From an optimization exercise on the open Yosys and OpenROAD flow, aimed at small area; shortcuts taken in it are not production practice. Only simulation tests tie the RTL to the original design; equivalence was not proved. No activity file was given, so power comes from the tool's default toggle rates.

==> job 4122 <==
Design eth_prbs_top, start of the top module:
module eth_prbs_top (
	input logic clock,
	input logic reset,
	input logic start,
	input frame_pkg::mac_t dest_mac,
	input frame_pkg::mac_t src_mac,
	input frame_pkg::ether_type_t ether_type,
	output logic tvalid,
	input logic tready,
	output frame_pkg::beat_t tdata,
	output frame_pkg::keep_t tkeep,
	output logic tlast,
	output logic busy,
	input logic rx_valid,
	input frame_pkg::beat_t rx_data,
	input frame_pkg::keep_t rx_keep,
	input logic rx_last,
	output frame_pkg::mac_t rx_dest_mac,
	output frame_pkg::mac_t rx_src_mac,
	output frame_pkg::ether_type_t rx_ether_type,
	output logic header_valid,
	output logic frame_done,
	output logic frame_error,
	output logic [15:0] error_count
);
	logic [39:0] slot_data;
	logic [4:0] slot_pay;
	logic [4:0] grp;
	logic [4:0] slot_next;
	logic frame_end;
	logic frame_len_ok;
	frame_packer packer (
		.clock(clock),
		.reset(reset),
		.start(start),
		.dest_mac(dest_mac),
		.src_mac(src_mac),
		.ether_type(ether_type),
		.tvalid(tvalid),
		.tready(tready),
		.tdata(tdata),
		.tkeep(tkeep),
		.tlast(tlast),
		.busy(busy)
	);
	header_capture capture (
		.clock(clock),
		.reset(reset),
		.rx_valid(rx_valid),
		.rx_data(rx_data),
		.rx_keep(rx_keep),
		.rx_last(rx_last),
		.dest_mac(rx_dest_mac),
		.src_mac(rx_src_mac),
		.ether_type(rx_ether_type),
		.header_valid(header_valid),
		.slot_data(slot_data),
		.slot_pay(slot_pay),
		.grp(grp),
		.slot_next(slot_next),
  ...
clock: 9.0 ns
lec_check: 0
cap_margin: 20
cell_pad_in_sites_detail_placement: 1
cell_pad_in_sites_global_placement: 1
core_margin: 2
core_utilization: 45
slew_margin: 20
standard.sh (not shown) runs the stock make flow with config.mk's settings and CLKGATE_MAP_FILE= SYNTH_SCRIPT=/design/flow/synth_recipe.tcl, a recipe that flattens the netlist after the stock synthesis.
==> flow/flow/run.sh <==
#!/bin/bash
# Standard layout with three changes:
#  - synthesis maps logic with an area-oriented ABC script (flow/area.abc) instead of ORFS's
#    speed script; everything else in the synthesis is the standard script, so the
#    registers are the same;
#  - port buffers use the smallest buffer cell;
#  - the clock tree uses smaller buffers and no dummy loads.
set -euo pipefail
W=$PWD
# ORFS's synth.tcl with the ABC script swapped after the preamble sets it
sed "s|^source \$::env(SCRIPTS_DIR)/synth_preamble.tcl\$|&\nset abc_args [lreplace \$abc_args 1 1 $W/flow/area.abc]|" \
  "$FLOW_HOME/scripts/synth.tcl" > "$W/synth_orfs_area.tcl"
grep -q "area.abc" "$W/synth_orfs_area.tcl"
# The standard flow's synthesis wrapper, sourcing that copy
sed "s|\$::env(SCRIPTS_DIR)/synth.tcl|$W/synth_orfs_area.tcl|" "$W/synth_recipe.tcl" > "$W/synth_area.tcl"
grep -q "synth_orfs_area.tcl" "$W/synth_area.tcl"
bash standard.sh \
  SYNTH_SCRIPT="$W/synth_area.tcl" \
  BUFFER_PORTS_ARGS="-buffer_cell sky130_fd_sc_hd__buf_1" \
  CTS_ARGS="-sink_clustering_enable -repair_clock_nets -dont_use_dummy_load -buf_list {sky130_fd_sc_hd__clkbuf_4 sky130_fd_sc_hd__clkbuf_8} -sink_clustering_size 18 -sink_clustering_max_diameter 50" \
  finish > standard_make.log 2>&1
==> flow/flow/area.abc <==
strash
dc2
dch -f
map -a
amap
topo
==> inputs of job 5716, as changes to job 4122 <==
--- a/flow/flow/run.sh
+++ b/flow/flow/run.sh
@@ -18,4 +18,4 @@
   SYNTH_SCRIPT="$W/synth_area.tcl" \
   BUFFER_PORTS_ARGS="-buffer_cell sky130_fd_sc_hd__buf_1" \
-  CTS_ARGS="-sink_clustering_enable -repair_clock_nets -dont_use_dummy_load -buf_list {sky130_fd_sc_hd__clkbuf_4 sky130_fd_sc_hd__clkbuf_8} -sink_clustering_size 18 -sink_clustering_max_diameter 50" \
+  CTS_ARGS="-sink_clustering_enable -repair_clock_nets -dont_use_dummy_load -buf_list {sky130_fd_sc_hd__clkbuf_4 sky130_fd_sc_hd__clkbuf_8} -sink_clustering_buffer sky130_fd_sc_hd__clkbuf_4 -sink_clustering_size 10 -sink_clustering_max_diameter 35" \
   finish > standard_make.log 2>&1
==> flow/flow/area.abc (replaced) <==
strash
dc2
dch -f
map -a
amap
strash
dch -f
map -a
amap
topo
CAP_MARGIN = 10   (was 20)
CORE_UTILIZATION = 50   (was 45)
PLACE_DENSITY = 0.72   (was default)
SLEW_MARGIN = 10   (was 20)
==> inputs of job 4331, as changes to job 4122 <==
--- a/flow/flow/run.sh
+++ b/flow/flow/run.sh
@@ -18,4 +18,4 @@
   SYNTH_SCRIPT="$W/synth_area.tcl" \
   BUFFER_PORTS_ARGS="-buffer_cell sky130_fd_sc_hd__buf_1" \
-  CTS_ARGS="-sink_clustering_enable -repair_clock_nets -dont_use_dummy_load -buf_list {sky130_fd_sc_hd__clkbuf_4 sky130_fd_sc_hd__clkbuf_8} -sink_clustering_size 18 -sink_clustering_max_diameter 50" \
+  CTS_ARGS="-sink_clustering_enable -repair_clock_nets -dont_use_dummy_load -buf_list {sky130_fd_sc_hd__clkbuf_4 sky130_fd_sc_hd__clkbuf_8} -sink_clustering_buffer sky130_fd_sc_hd__clkbuf_4 -sink_clustering_size 10 -sink_clustering_max_diameter 35" \
   finish > standard_make.log 2>&1
==> results.txt <==
Run status: job 4122 finished clean; job 5716 finished clean; job 4331 finished clean
GRT met1 Usage: job 4122 36.63%; job 5716 39.90%; job 4331 36.11%
CTS clock-pin slew for the worst setup and hold paths: job 4122 0.10 ns; job 5716 0.09 ns; job 4331 0.10 ns
Clock Power Share: job 4122 22.7%; job 5716 21.5%; job 4331 22.8%
First-pass GRT wire length: job 4122 73350 um; job 5716 75090 um; job 4331 73460 um
Top routing layer in use: job 4122 met5; job 5716 met4; job 4331 met4
Sequential fraction of the synthesis area: job 4122 65.60%; job 5716 65.57%; job 4331 65.60%
Critical-path top delay cell: job 4122 nor2_1; job 5716 nor2b_1; job 4331 nor2_1
Clock distribution power: job 4122 0.000862 W; job 5716 0.000806 W; job 4331 0.000865 W
Starting density of the core: job 4122 45.37%; job 5716 50.92%; job 4331 45.37%
Y dimension of the die: job 4122 184.4 um; job 5716 175.2 um; job 4331 184.4 um
Cell area after layout: job 4122 17100 um2; job 5716 16940 um2; job 4331 17100 um2
Placed cells: job 4122 2007; job 5716 1966; job 4331 2007
Overall fraction of global-route tracks in use: job 4122 28.81%; job 5716 31.82%; job 4331 29.00%
Routed vias: job 4122 12209; job 5716 12554; job 4331 12321
Non-filler cells, final: job 4122 2042; job 5716 2021; job 4331 2067
Clock network latency to the later pin of the worst-skew pair: job 4122 0.55 ns; job 5716 0.59 ns; job 4331 0.63 ns
Routed met2 length: job 4122 24450 um; job 5716 24150 um; job 4331 24240 um

re-timing with driven ports:
The results above use ideal ports. As a check the final layouts listed here were re-extracted and re-timed, cells and wires unchanged. Step 1, drivers: a clkbuf_16 drives clock and a buf_2 each remaining input, both assumed. Step 2 also shifts input and output timing later by t, the mid clock arrival at the registers, as if the neighbouring blocks saw the same clock. Slacks: ideal / step 1 / step 2; pairs: ideal / step 1.
run | t, ns | setup slack, ns | worst setup path after step 2 | worst data-port slew with drivers (ns)
job 4122 | 0.560 | 1.377 / 1.404 / 0.844 | input to register | 0.07
job 5716 | 0.585 | 1.387 / 1.413 / 0.828 | input to register | 0.08
job 4331 | 0.639 | 1.436 / 1.458 / 0.819 | input to register | 0.08
After both steps every run listed still meets setup and hold. For job 4331, which loses most, drivers alone change the setup slack by +0.022 ns; drivers and shift together by -0.617 ns.
